This is an optimization exercise on Yosys and OpenROAD, whose aim is small area, a short achievable clock period and few clock cycles per item, not a production implementation. At most, simulation tests tie the RTL to the original design; equivalence was not proved. No activity file was given, so power comes from the tool's default toggle rates.

==> flow/design.v (excerpt) <==
module byte_stream_find_replace #(
  parameter int MAX_PATTERN     = 16,
  parameter int MAX_REPLACEMENT = 16
) (
  input  wire logic        clk,
  input  wire logic        rst_n,
  input  wire logic        cfg_we,
  input  wire logic [2:0]  cfg_index,
  input  wire logic [63:0] cfg_wdata,
  input  wire logic        in_tvalid,
  output logic             in_tready,
  input  wire logic [7:0]  in_tdata,
  input  wire logic        in_tlast,
  output logic             out_tvalid,
  input  wire logic        out_tready,
  output logic [7:0]       out_tdata,
  output logic             out_tuser,
  output logic             out_tlast
);
  localparam int DEPTH = 16;
  localparam int AW    = 4;
  logic         pzero_r;
  logic [3:0]   pm1_r;
  logic         rzero_r;
  logic [3:0]   rm1_r;
  logic [127:0] pat_r;
  logic [127:0] rep_r;
  logic [4:0]   wlen;
  logic         plen_we;
  assign wlen    = (cfg_wdata[4] && (cfg_wdata[3:0] != 4'd0)) ? 5'd16 : cfg_wdata[4:0];
  assign plen_we = cfg_we && (cfg_index == 3'd0);
  always_ff @(posedge clk) begin
    if (!rst_n) begin
      pzero_r <= 1'b1;
      pm1_r   <= '0;
      rzero_r <= 1'b1;
      rm1_r   <= '0;
      pat_r   <= '0;
      rep_r   <= '0;
    end else if (cfg_we) begin
      case (cfg_index)
        3'd0: begin pzero_r <= (wlen == 5'd0); pm1_r <= 4'(wlen - 5'd1); end
        3'd1: pat_r[63:0]   <= cfg_wdata;
        3'd2: pat_r[127:64] <= cfg_wdata;
        3'd3: begin rzero_r <= (wlen == 5'd0); rm1_r <= 4'(wlen - 5'd1); end
        3'd4: rep_r[63:0]   <= cfg_wdata;
        3'd5: rep_r[127:64] <= cfg_wdata;
        default: ;
      endcase
    end
  end
  logic        rdy_r;
  logic        v1_r;
  logic [7:0]  b1_r;
  logic        l1_r;
  logic [15:0] eq1_r;
  logic        eqp_r;
  logic [15:0] eq_in;
  logic        v1_nxt;
  always_comb begin
    for (int k = 0; k < 16; k++) begin
      eq_in[k] = (in_tdata == pat_r[8*k +: 8]);
    end
  end
  logic [15:0] pm_oh;
  logic [15:0] rm_oh;
  logic        eqp_in;
  always_comb begin
    for (int k = 0; k < 16; k++) begin
      pm_oh[k] = !pzero_r && (pm1_r == 4'(k));
      rm_oh[k] = (rm1_r == 4'(k));
    end
    eqp_in = |(eq_in & pm_oh);
  end
  assign in_tready = rdy_r;
  ...
For scale: about 2400 cells after synthesis, roughly 93 I/O pins.
clock: 6.5 ns
lec_check: 0
cap_margin: 20
core_margin: 2
core_utilization: 60
setup_slack_margin: 4.0
slew_margin: 20
run.sh (not shown) runs the stock make flow with config.mk's settings and CLKGATE_MAP_FILE= SYNTH_SCRIPT=/design/flow/synth_recipe.tcl, a recipe that flattens the netlist after the stock synthesis.
Testbench counts at the start, summed over its fixed seeds: cycles 95,180, items 28,800.
Next try:
--- a/flow/config.mk
+++ b/flow/config.mk
@@ -10 +10 @@
-export CORE_UTILIZATION = 60
+export CORE_UTILIZATION = 70
The changed run passed the timing, design-rule and antenna checks.
Power falls by about 0.43%.
Sequential share of layout area rises by 0.29 points.
Die area falls by about 14%.
Setup slack got worse by 0.051 ns.
Next try:
==> flow/flow/run.sh (new file) <==
#!/bin/bash
# Standard layout, with two changes: the clock tree uses no dummy loads, and
# ports are buffered with buf_2 cells. The make output goes to make.log here;
# each ORFS step keeps its own log under orfs/logs.
set -euo pipefail
export CTS_ARGS="-sink_clustering_enable -repair_clock_nets -dont_use_dummy_load"
export BUFFER_PORTS_ARGS="-buffer_cell sky130_fd_sc_hd__buf_2"
bash standard.sh finish > make.log 2>&1
==> flow/standard.sh (new file) <==
#!/bin/bash
# synth_recipe.tcl (not shown) runs the flow's synth.tcl, then flattens the netlist and writes it again
# the make line also repeats each setting of config.mk as NAME=value (left out here)
make -C /OpenROAD-flow-scripts/flow DESIGN_CONFIG=/design/flow/config.mk WORK_HOME=/design/flow/orfs CLKGATE_MAP_FILE= SYNTH_SCRIPT=/design/flow/synth_recipe.tcl "${@:-finish}"
--- a/flow/config.mk
+++ b/flow/config.mk
@@ -10 +10 @@
-export CORE_UTILIZATION = 70
+export CORE_UTILIZATION = 60
removed: flow/run.sh
Outcome: Clock skew came out higher by 0.019 ns. Total power goes down by 7.8%. Die area rises by 16%. Cell area fell by 5.4%. Utilization came out lower by 16 points. Hold slack is about the same. Flip-flop and latch count stays the same.

The RTL this note starts from:
==> flow/design.v <==
`default_nettype none
module byte_stream_find_replace #(
  parameter int MAX_PATTERN     = 16,
  parameter int MAX_REPLACEMENT = 16
) (
  input  wire logic        clk,
  input  wire logic        rst_n,
  input  wire logic        cfg_we,
  input  wire logic [2:0]  cfg_index,
  input  wire logic [63:0] cfg_wdata,
  input  wire logic        in_tvalid,
  output logic             in_tready,
  input  wire logic [7:0]  in_tdata,
  input  wire logic        in_tlast,
  output logic             out_tvalid,
  input  wire logic        out_tready,
  output logic [7:0]       out_tdata,
  output logic             out_tuser,
  output logic             out_tlast
);
  localparam int DEPTH = 16;
  localparam int AW    = 4;
  logic         pzero_r;
  logic [3:0]   pm1_r;
  logic         rzero_r;
  logic [3:0]   rm1_r;
  logic [127:0] pat_r;
  logic [127:0] rep_r;
  logic [4:0]   wlen;
  logic         plen_we;
  assign wlen    = (cfg_wdata[4] && (cfg_wdata[3:0] != 4'd0)) ? 5'd16 : cfg_wdata[4:0];
  assign plen_we = cfg_we && (cfg_index == 3'd0);
  always_ff @(posedge clk) begin
    if (!rst_n) begin
      pzero_r <= 1'b1;
      pm1_r   <= '0;
      rzero_r <= 1'b1;
      rm1_r   <= '0;
      pat_r   <= '0;
      rep_r   <= '0;
    end else if (cfg_we) begin
      case (cfg_index)
        3'd0: begin pzero_r <= (wlen == 5'd0); pm1_r <= 4'(wlen - 5'd1); end
        3'd1: pat_r[63:0]   <= cfg_wdata;
        3'd2: pat_r[127:64] <= cfg_wdata;
        3'd3: begin rzero_r <= (wlen == 5'd0); rm1_r <= 4'(wlen - 5'd1); end
        3'd4: rep_r[63:0]   <= cfg_wdata;
        3'd5: rep_r[127:64] <= cfg_wdata;
        default: ;
      endcase
    end
  end
  logic        rdy_r;
  logic        v1_r;
  logic [7:0]  b1_r;
  logic        l1_r;
  logic [15:0] eq1_r;
  logic        eqp_r;
  logic [15:0] eq_in;
  logic        v1_nxt;
  always_comb begin
    for (int k = 0; k < 16; k++) begin
      eq_in[k] = (in_tdata == pat_r[8*k +: 8]);
    end
  end
  assign in_tready = rdy_r;
  assign v1_nxt    = rdy_r ? in_tvalid : v1_r;
  always_ff @(posedge clk) begin
    if (!rst_n) begin
      v1_r <= 1'b0;
    end else begin
      v1_r <= v1_nxt;
    end
  end
  always_ff @(posedge clk) begin
    if (rdy_r) begin
      b1_r  <= in_tdata;
      l1_r  <= in_tlast;
      eq1_r <= eq_in;
      eqp_r <= eq_in[pm1_r];
    end
  end
  logic [9:0]    mem_r [DEPTH];    
  logic [AW:0]   wr_ptr_r;
  logic [AW:0]   c_ptr_r;
  logic [AW:0]   rd_ptr_r;
  logic [AW:0]   wr_nxt;
  logic [AW:0]   c_nxt;
  logic [3:0]    w_r;
  logic [3:0]    w_nxt;
  logic [15:0]   d_r;
  logic [15:0]   d_new;
  logic [15:0]   d_nxt;
  logic          pfx_r;           
  logic          full_r;          
  logic          go;
  logic          match;
  logic          commit_all;
  logic          wr_rep;
  logic          nf_nxt;
  assign go         = v1_r && rdy_r;
  assign match      = pfx_r && eqp_r;
  assign commit_all = l1_r || pzero_r;
  assign wr_rep     = !rzero_r || l1_r;
  assign d_new      = {d_r[14:0], 1'b1} & eq1_r;
  always_comb begin
    wr_nxt = wr_ptr_r;
    c_nxt  = c_ptr_r;
    w_nxt  = w_r;
    d_nxt  = d_r;
    if (plen_we) begin
      wr_nxt = c_ptr_r;
      w_nxt  = '0;
      d_nxt  = '0;
    end else if (go) begin
      if (match) begin
        c_nxt  = c_ptr_r + (wr_rep ? 1'b1 : 1'b0);
        wr_nxt = c_ptr_r + (wr_rep ? 1'b1 : 1'b0);
        w_nxt  = '0;
        d_nxt  = '0;
      end else if (commit_all) begin
        c_nxt  = wr_ptr_r + 1'b1;
        wr_nxt = wr_ptr_r + 1'b1;
        w_nxt  = '0;
        d_nxt  = '0;
      end else if (full_r) begin
        c_nxt  = c_ptr_r + 1'b1;
        wr_nxt = wr_ptr_r + 1'b1;
        d_nxt  = d_new;
      end else begin
        wr_nxt = wr_ptr_r + 1'b1;
        w_nxt  = w_r + 1'b1;
        d_nxt  = d_new;
      end
    end
  end
  assign nf_nxt = !((wr_nxt[AW-1:0] == rd_ptr_r[AW-1:0]) && (wr_nxt[AW] != rd_ptr_r[AW]));
  always_ff @(posedge clk) begin
    if (!rst_n) begin
      rdy_r    <= 1'b1;
      wr_ptr_r <= '0;
      c_ptr_r  <= '0;
      w_r      <= '0;
      d_r      <= '0;
      pfx_r    <= 1'b0;
      full_r   <= 1'b0;
    end else begin
      rdy_r    <= !v1_nxt || nf_nxt;
      wr_ptr_r <= wr_nxt;
      c_ptr_r  <= c_nxt;
      w_r      <= w_nxt;
      d_r      <= d_nxt;
      pfx_r    <= !pzero_r && ((pm1_r == 4'd0) || d_nxt[4'(pm1_r - 4'd1)]);
      full_r   <= (w_nxt == pm1_r);
    end
  end
  always_ff @(posedge clk) begin
    for (int i = 0; i < DEPTH; i++) begin
      if (go && (match ? (wr_rep && (c_ptr_r[AW-1:0] == AW'(i)))
                       : (wr_ptr_r[AW-1:0] == AW'(i)))) begin
        mem_r[i] <= {match, l1_r, b1_r};
      end
    end
  end
  logic [9:0] head;
  logic       h_valid;
  logic       h_rep;
  logic       load;
  logic       fin;
  logic [3:0] idx_r;
  logic [3:0] idx_nxt;
  logic       idxl_r;             
  logic       ovalid_r;
  logic [7:0] odata_r;
  logic       ouser_r;
  logic       olast_r;
  assign head    = mem_r[rd_ptr_r[AW-1:0]];
  assign h_rep   = head[9];
  assign h_valid = (rd_ptr_r != c_ptr_r);
  assign load    = !ovalid_r || out_tready;
  assign fin     = !h_rep || rzero_r || idxl_r;
  assign idx_nxt = (load && h_valid) ? (fin ? 4'd0 : idx_r + 4'd1) : idx_r;
  always_ff @(posedge clk) begin
    if (!rst_n) begin
      ovalid_r <= 1'b0;
      rd_ptr_r <= '0;
      idx_r    <= '0;
      idxl_r   <= 1'b0;
    end else begin
      if (load) begin
        ovalid_r <= h_valid;
        if (h_valid && fin) begin
          rd_ptr_r <= rd_ptr_r + 1'b1;
        end
      end
      idx_r  <= idx_nxt;
      idxl_r <= (idx_nxt == rm1_r);
    end
  end
  always_ff @(posedge clk) begin
    if (load && h_valid) begin
      odata_r <= !h_rep ? head[7:0] : (rzero_r ? 8'd0 : rep_r[8*idx_r +: 8]);
      ouser_r <= !(h_rep && rzero_r);
      olast_r <= head[8] && fin;
    end
  end
  assign out_tvalid = ovalid_r;
  assign out_tdata  = odata_r;
  assign out_tuser  = ouser_r;
  assign out_tlast  = olast_r;
endmodule
`default_nettype wire
clock: 6.5 ns
lec_check: 0
abc_clock_period_in_ps: 2500
cap_margin: 20
core_margin: 2
core_utilization: 60
setup_slack_margin: 4.5
slew_margin: 20
Stock flow here: none of the scripts above is used.
The starting point finished with timing, DRC and antenna clean.
Then changed:
Settings changed: ABC_AREA set to 1, ABC_CLOCK_PERIOD_IN_PS 2500 to unset, SETUP_SLACK_MARGIN 4.5 to 3.6.
Effect: The new run completed without violations; core utilization went down by 18 points; worst setup slack is better by 0.18 ns; fmax increases by a few percent; clock skew is lower by 0.036 ns; cell area falls by about a fifth; synthesized area is about the same; combinational power drops by well over a third; power came out lower by roughly a tenth; cell count rises by a little under a tenth.
Then changed:
Settings changed: ABC_AREA 1 to unset, SETUP_SLACK_MARGIN 3.6 to 4.0.
Effect:
- The new run produced a clean layout
- synthesized cell count came out lower by 16%
- cell area went up by 2.8%
- sequential share of layout area drops by 1.2 points
- combinational power rises by 31%
- count of clock-buffer cells in the layout goes down by 10
- first-iteration DRC count went down by 5.2%
- register-to-register slack gets better by 0.22 ns
- clock power is about the same
- total power goes up by 3.2%
- non-clock buffer count came out higher by 49
- worst setup slack improves by 0.24 ns
Then changed:
Settings changed: SETUP_SLACK_MARGIN 4.0 to 4.5.
=>
- routed wire length climbs by 53%
- clock-buffer cell count went up by 12
- setup slack got worse by 0.42 ns
- core utilization grows by 16 points
- die area is unchanged
- sequential share of layout area drops by 8.1 points
- final area is higher by 22%
Then changed:
Settings changed: SETUP_SLACK_MARGIN 4.5 to 3.8.
Result:
- The new run passed the timing, design-rule and antenna checks
- die area stays the same
- total power is lower by 12%
- worst setup slack gains 0.35 ns
- wire length went down by 37%
Function was not checked in any run of this note: the RTL went through the layout flow alone.

-- separate check: timing with driven ports --
In the flow no input, the clock included, has a driving cell. The finished layouts below were timed again as built, in two steps. Step 1 (the two cells are an assumption about what drives the block):
set clk [get_ports {clk}]
set_driving_cell -lib_cell sky130_fd_sc_hd__clkbuf_16 $clk
set_driving_cell -lib_cell sky130_fd_sc_hd__buf_2 [delete_from_list [all_inputs] $clk]
Step 2 moves the port delays by t, midway between the first and last clock arrival at a register: inputs arrive t later, outputs are due t later. That takes back most of the time a late clock gives input paths. a / b / c = ideal / step 1 / step 2; a / b = the first two.
| run | t (ns) | setup slack, ns | worst setup path after step 2 | clock arrival spread, ns | pins driven straight from the clock port |
|---|---|---|---|---|---|
| the first run of note 1 | 0.647 | 3.984 / 3.955 / 3.333 | input to register | 0.021 / 0.021 | 1 |
| the second run of note 1 | 0.623 | 3.933 / 3.939 / 3.316 | input to register | 0.026 / 0.027 | 1 |
| the third run of note 1 | 0.637 | 4.021 / 3.987 / 3.381 | input to register | 0.045 / 0.046 | 1 |
| the first run of note 2 | 0.711 | 3.471 / 3.471 / 3.198 | input to register | 0.057 / 0.057 | 1 |
| the second run of note 2 | 0.663 | 3.653 / 3.601 / 3.024 | input to register | 0.018 / 0.018 | 1 |
| the third run of note 2 | 0.654 | 3.896 / 3.863 / 3.379 | input to register | 0.032 / 0.032 | 1 |
| the fourth run of note 2 | 0.711 | 3.471 / 3.471 / 3.198 | input to register | 0.057 / 0.057 | 1 |
| the fifth run of note 2 | 0.650 | 3.826 / 3.795 / 3.258 | input to register | 0.029 / 0.030 | 1 |
After both steps every run listed still meets setup and hold. The setup slack of the first run of note 1, which loses most, moves by -0.029 ns with the drivers and by -0.651 ns with both steps.
